This is an optimization exercise on Yosys and OpenROAD, whose aim is small area and a short achievable clock period, not a production implementation.
The RTL was checked by simulation tests, not by an equivalence proof against the original design.
No activity file was given, so power comes from the tool's default toggle rates.

==> inputs of amber <==
==> flow/design.v <==
package vga_pkg;
  localparam int HSIZE = 64;
  localparam int HFP   = 68;
  localparam int HSP   = 72;
  localparam int HMAX  = 80;
  localparam int VSIZE = 24;
  localparam int VFP   = 25;
  localparam int VSP   = 27;
  localparam int VMAX  = 30;
  localparam logic HSPP = 1'b1;
  localparam logic VSPP = 1'b1;
  localparam int FRAME_LEFT   = 8;
  localparam int FRAME_RIGHT  = 56;
  localparam int FRAME_TOP    = 6;
  localparam int FRAME_BOTTOM = 18;
  localparam int FRAME_W      = FRAME_RIGHT - FRAME_LEFT;
  localparam int FRAME_H      = FRAME_BOTTOM - FRAME_TOP;
  localparam int PART_SIZE = FRAME_W * FRAME_H;
  localparam int RAM_DEPTH = 2 * PART_SIZE;
  localparam int SCAN_DELAY      = 4;
  localparam int RST_SCREEN_COLS = 16;
  localparam int SWAP_COL        = 8;
  typedef logic [11:0] coord_t;
  typedef logic [10:0] ram_addr_t;
  typedef logic [2:0]  pal_idx_t;
  typedef logic [5:0]  night_t;
  typedef logic [7:0]  chan_t;
  typedef logic [23:0] rgb_t;
endpackage
`timescale 1ns/1ps
import vga_pkg::*;
module vga_top (
  input  logic              clk_vga,
  input  logic              rst_n,
  input  logic              write_strobe,
  input  logic [11:0]   write_x,
  input  logic [11:0]   write_y,
  input  logic [2:0] write_palette,
  input  logic [5:0]   night_rate,
  output logic              write_busy,
  output logic              rst_screen,
  output logic              hsync,
  output logic              vsync,
  output logic              data_enable,
  output logic [7:0]    red,
  output logic [7:0]    green,
  output logic [7:0]    blue
);
  logic [6:0] px;
  logic [4:0] py;
  logic [5:0] ph;
  logic       shown;
  always_ff @(posedge clk_vga) begin
    if (!rst_n) begin
      px    <= '0;
      py    <= '0;
      ph    <= '0;
      shown <= 1'b0;
    end else begin
      if (px == 7'(HMAX - 1)) begin
        px <= '0;
        py <= (py == 5'(VMAX - 1)) ? 5'd0 : py + 5'd1;
      end else begin
        px <= px + 7'd1;
      end
      ph <= (ph == 6'd47) ? 6'd0 : ph + 6'd1;
      if (py == 5'(VSIZE) && px == 7'(SWAP_COL)) shown <= ~shown;
    end
  end
  always_ff @(posedge clk_vga) begin
    if (!rst_n) rst_screen <= 1'b0;
    else rst_screen <= (py == 5'(VSIZE) && px < 7'(RST_SCREEN_COLS - 1))
                    || (py == 5'(VSIZE - 1) && px == 7'(HMAX - 1));
  end
  logic f_hs, f_vs, f_de, f_win;
  assign f_hs  = (px >= 7'(HFP)) && (px < 7'(HSP));
  assign f_vs  = (py >= 5'(VFP)) && (py < 5'(VSP));
  assign f_de  = (px < 7'(HSIZE)) && (py < 5'(VSIZE));
  assign f_win = (px >= 7'(FRAME_LEFT)) && (px < 7'(FRAME_RIGHT))
              && (py >= 5'(FRAME_TOP)) && (py < 5'(FRAME_BOTTOM));
  logic [2:0] d_hs, d_vs, d_de, d_win;
  always_ff @(posedge clk_vga) begin
    if (!rst_n) begin
      d_hs  <= '0;
      d_vs  <= '0;
      d_de  <= '1;    
      d_win <= '0;
    end else begin
      d_hs  <= {d_hs[1:0],  f_hs};
      d_vs  <= {d_vs[1:0],  f_vs};
      d_de  <= {d_de[1:0],  f_de};
      d_win <= {d_win[1:0], f_win};
    end
  end
  always_ff @(posedge clk_vga) begin
    if (!rst_n) begin
      hsync       <= !HSPP;
      vsync       <= !VSPP;
      data_enable <= 1'b0;
    end else begin
      hsync       <= d_hs[2] ? HSPP : !HSPP;
      vsync       <= d_vs[2] ? VSPP : !VSPP;
      data_enable <= d_de[2];
    end
  end
  logic take;
  assign take = write_strobe && !write_busy && !rst_screen
             && (write_palette != 3'd0)
             && (write_x < 12'(FRAME_W))
             && (write_y < 12'(FRAME_H));
  always_ff @(posedge clk_vga) begin
    if (!rst_n) write_busy <= 1'b0;
    else write_busy <= take || (write_busy && f_win);
  end
  logic       v1;
  logic [5:0] w1_x;
  logic [3:0] w1_y;
  logic [2:0] w1_p;
  always_ff @(posedge clk_vga) begin
    v1   <= rst_n && take;
    w1_x <= write_x[5:0];
    w1_y <= write_y[3:0];
    w1_p <= write_palette;
  end
  logic [6:0] dif;
  logic [5:0] dpos;
  assign dif  = {1'b0, ph} - {1'b0, w1_x};
  assign dpos = dif[6] ? 6'(dif + 7'd48) : dif[5:0];
  logic [4:0] w2_slot;
  logic       w2_half;
  logic [3:0] w2_row;
  logic [2:0] w2_p;
  logic       c_early, c_late0, c_late1;
  always_ff @(posedge clk_vga) begin
    if (v1) begin
      w2_slot <= dpos[5:1];
      w2_half <= ~shown;
      w2_row  <= w1_y;
      w2_p    <= w1_p;
    end
    c_early <= rst_n && v1 && dpos[0];
    c_late0 <= rst_n && v1 && !dpos[0];
    c_late1 <= rst_n && c_late0;
  end
  logic commit;
  assign commit = c_early || c_late1;
  logic [71:0][47:0] q;
  logic [23:0]       ring_sel;
  logic [23:0]       slot_sel;
  always_comb begin
    for (int k = 0; k < 24; k++)
      ring_sel[k] = commit && (w2_half == 1'(k / 12)) && (w2_row == 4'(k % 12));
    for (int j = 0; j < 24; j++)
      slot_sel[j] = (w2_slot == 5'(j));
  end
  genvar gk, gb, gp;
  for (gk = 0; gk < 24; gk++) begin : g_ring
    for (gb = 0; gb < 3; gb++) begin : g_bit
      for (gp = 0; gp < 48; gp++) begin : g_pos
        if (gp % 2 == 1) begin : g_wr
          always_ff @(posedge clk_vga)
            q[gk*3+gb][gp] <= (ring_sel[gk] && slot_sel[((gp + 45) % 48) / 2])
                              ? w2_p[gb] : q[gk*3+gb][(gp + 47) % 48];
        end else begin : g_sh
          always_ff @(posedge clk_vga)
            q[gk*3+gb][gp] <= q[gk*3+gb][(gp + 47) % 48];
        end
      end
    end
  end
  logic [23:0][2:0] tap;
  for (gk = 0; gk < 24; gk++) begin : g_tap
    for (gb = 0; gb < 3; gb++) begin : g_tb
      assign tap[gk][gb] = q[gk*3+gb][(10 + 32 * (gk % 12)) % 48];
    end
  end
  logic [4:0] rrow;
  logic [2:0] ridx;
  assign rrow = py - 5'(FRAME_TOP);
  always_comb begin
    ridx = 3'd0;
    for (int r = 0; r < 12; r++)
      if (rrow == 5'(r)) ridx = shown ? tap[12 + r] : tap[r];
  end
  logic on_r, on_g, on_b;
  always_ff @(posedge clk_vga) begin
    on_r <= (ridx == 3'd1) || (ridx == 3'd4) || (ridx == 3'd6) || (ridx == 3'd7);
    on_g <= (ridx == 3'd2) || (ridx == 3'd4) || (ridx == 3'd5) || (ridx == 3'd7);
    on_b <= (ridx == 3'd3) || (ridx == 3'd5) || (ridx == 3'd6) || (ridx == 3'd7);
  end
  logic [5:0] nr;
  logic [5:0] nneg;
  logic [7:0] lvl;
  always_ff @(posedge clk_vga) nr <= night_rate;
  assign nneg = 6'd0 - nr;
  assign lvl  = (nr == 6'd0) ? 8'hFF : {nneg, 2'b00};
  logic e_r, e_g, e_b;
  assign e_r = d_win[2] ? on_r : d_de[2];
  assign e_g = d_win[2] ? on_g : d_de[2];
  assign e_b = d_win[2] ? on_b : d_de[2];
  always_ff @(posedge clk_vga) begin
    if (!rst_n) begin
      red   <= '0;
      green <= '0;
      blue  <= '0;
    end else begin
      red   <= e_r ? lvl : 8'd0;
      green <= e_g ? lvl : 8'd0;
      blue  <= e_b ? lvl : 8'd0;
    end
  end
endmodule
==> flow/run.sh <==
#!/bin/bash
# synth_recipe.tcl (not shown) runs the flow's synth.tcl, then flattens the netlist and writes it again
# the make line also repeats each setting of config.mk as NAME=value (left out here)
make -C /OpenROAD-flow-scripts/flow DESIGN_CONFIG=/design/flow/config.mk WORK_HOME=/design/flow/orfs CLKGATE_MAP_FILE= SYNTH_SCRIPT=/design/flow/synth_recipe.tcl finish
==> flow/config.mk <==
export PLATFORM = sky130hd
export DESIGN_NAME = vga_top
export DESIGN_NICKNAME = vga_top
export VERILOG_FILES = /design/flow/design.v
export SDC_FILE = /design/flow/constraint.sdc
export NUM_CORES = 4
export LEC_CHECK = 0
export CAP_MARGIN = 20
export CORE_MARGIN = 2
export CORE_UTILIZATION = 25
export PLACE_DENSITY = 0.45
export SLEW_MARGIN = 20
==> flow/constraint.sdc <==
create_clock -name core_clock -period 6.5 [get_ports {clk_vga}]
set_input_delay 1.3000 -clock core_clock [delete_from_list [all_inputs] [get_ports {clk_vga}]]
set_output_delay 1.3000 -clock core_clock [all_outputs]
set_load 0.01 [all_outputs]
==> maple: changes against amber <==
--- a/flow/design.v
+++ b/flow/design.v
@@ -161,4 +161,4 @@
           always_ff @(posedge clk_vga)
-            q[gk*3+gb][gp] <= (ring_sel[gk] && slot_sel[((gp + 45) % 48) / 2])
-                              ? w2_p[gb] : q[gk*3+gb][(gp + 47) % 48];
+            q[gk*3+gb][gp] <= ~((ring_sel[gk] && slot_sel[((gp + 45) % 48) / 2])
+                                ? (w2_p[gb] ^ (gp % 4 == 1)) : q[gk*3+gb][(gp + 47) % 48]);
         end else begin : g_sh
- CORE_UTILIZATION: 25 -> 45
- CTS_CLUSTER_DIAMETER: not set -> 100
- CTS_CLUSTER_SIZE: not set -> 30
- PLACE_DENSITY: 0.45 -> 0.6
- SETUP_SLACK_MARGIN: not set -> 4.0
==> onyx: changes against amber <==
--- a/flow/design.v
+++ b/flow/design.v
@@ -161,4 +161,4 @@
           always_ff @(posedge clk_vga)
-            q[gk*3+gb][gp] <= (ring_sel[gk] && slot_sel[((gp + 45) % 48) / 2])
-                              ? w2_p[gb] : q[gk*3+gb][(gp + 47) % 48];
+            q[gk*3+gb][gp] <= ~((ring_sel[gk] && slot_sel[((gp + 45) % 48) / 2])
+                                ? (w2_p[gb] ^ (gp % 4 == 1)) : q[gk*3+gb][(gp + 47) % 48]);
         end else begin : g_sh
- CORE_UTILIZATION: 25 -> 70
- CTS_CLUSTER_DIAMETER: not set -> 45
- CTS_CLUSTER_SIZE: not set -> 35
- PLACE_DENSITY: 0.45 -> 0.8
- SETUP_SLACK_MARGIN: not set -> 4.2
==> raven: changes against amber <==
--- a/flow/design.v
+++ b/flow/design.v
@@ -161,4 +161,4 @@
           always_ff @(posedge clk_vga)
-            q[gk*3+gb][gp] <= (ring_sel[gk] && slot_sel[((gp + 45) % 48) / 2])
-                              ? w2_p[gb] : q[gk*3+gb][(gp + 47) % 48];
+            q[gk*3+gb][gp] <= ~((ring_sel[gk] && slot_sel[((gp + 45) % 48) / 2])
+                                ? (w2_p[gb] ^ (gp % 4 == 1)) : q[gk*3+gb][(gp + 47) % 48]);
         end else begin : g_sh
==> results.txt <==
Result of the run: onyx finished clean; raven finished clean; amber finished clean; maple finished clean
Transition time of the tightest slew-check pin: onyx 1.13 ns; raven 1.13 ns; amber 1.11 ns; maple 1.07 ns
Final routed wirelength across all metal layers: onyx 197000 um; raven 221000 um; amber 218000 um; maple 196000 um
Worst stage delay on the critical path: onyx 0.36 ns; raven 0.67 ns; amber 0.79 ns; maple 0.37 ns
Multi-input logic portion of the cell area: onyx 20.7%; raven 18.8%; amber 21.2%; maple 21.0%
Diode insertion count for antenna repair: onyx 1; raven 15; amber 9; maple 4
Placed cell areas: onyx 95900 sq um; raven 100000 sq um; amber 104000 sq um; maple 97100 sq um
Core ar.: onyx 133000 sq um; raven 372000 sq um; amber 386000 sq um; maple 207000 sq um
Clock share of power: onyx 39.5%; raven 49.8%; amber 48.7%; maple 32.0%
Sequential Power Share: onyx 60.3%; raven 50.0%; amber 51.1%; maple 67.7%
CTS clock-pin slew for the worst setup and hold paths: onyx 0.11 ns; raven 0.07 ns; amber 0.06 ns; maple 0.11 ns
Highest fanout seen on the critical path: onyx 1; raven 3; amber 2; maple 2
Switching part of the total power: onyx 22.6%; raven 19.8%; amber 19.6%; maple 19.5%
HPWL reported at the end of detailed placement: onyx 106000 um; raven 123000 um; amber 123000 um; maple 110000 um
Per-instance average area after synthesis: onyx 12.5 sq um; raven 12.5 sq um; amber 14.6 sq um; maple 12.5 sq um
Total Power: onyx 36.2 mW; raven 43.7 mW; amber 42.7 mW; maple 32.2 mW
1st-iter DRT viols: onyx 4120; raven 2642; amber 1839; maple 3108
Synth Net Count: onyx 7516; raven 7516; amber 6674; maple 7516
Routed wire per std cell: onyx 20.8 um; raven 17.1 um; amber 17.8 um; maple 19.2 um
Internal Power: onyx 28.0 mW; raven 35.0 mW; amber 34.3 mW; maple 25.9 mW
Beginning of the worst hold path: onyx q[2675]$_DFF_P_; raven q[3003]$_DFF_P_; amber q[3299]$_DFF_P_; maple q[1657]$_DFF_P_
M1 wire length: onyx 88800 um; raven 104000 um; amber 105000 um; maple 94700 um

[port drivers added, routing unchanged]
How much do the figures lean on ideal ports? The routed layouts below were timed once more, with nothing changed but the port constraints. Step 1, drivers: a clkbuf_16 drives clk_vga and a buf_2 each remaining input, both assumed. Step 2 adds t to the input delays and takes it off the output delays; t is the mean of the earliest and latest rising clock arrival at the registers after step 1. Input paths then give back, and output paths get back, about the clock's delay inside the block. Three values: no drivers, after step 1, after step 2; two values: the first two.
| run | shift t [ns] | setup slack, ns | worst register clock-pin slew, ns | worst slew at a driven data input, ns |
|---|---|---|---|---|
| amber | 0.949 | 2.871 / 2.782 / 3.119 | 0.07 / 0.07 | 0.09 |
| maple | 0.889 | 3.892 / 3.806 / 3.514 | 0.12 / 0.12 | 0.06 |
| onyx | 0.926 | 3.872 / 3.790 / 3.559 | 0.12 / 0.12 | 0.12 |
| raven | 0.990 | 2.965 / 2.866 / 3.123 | 0.07 / 0.07 | 0.07 |
After both steps every run listed still meets setup and hold. For maple, which loses most, drivers alone change the setup slack by -0.086 ns; drivers and shift together by -0.378 ns.
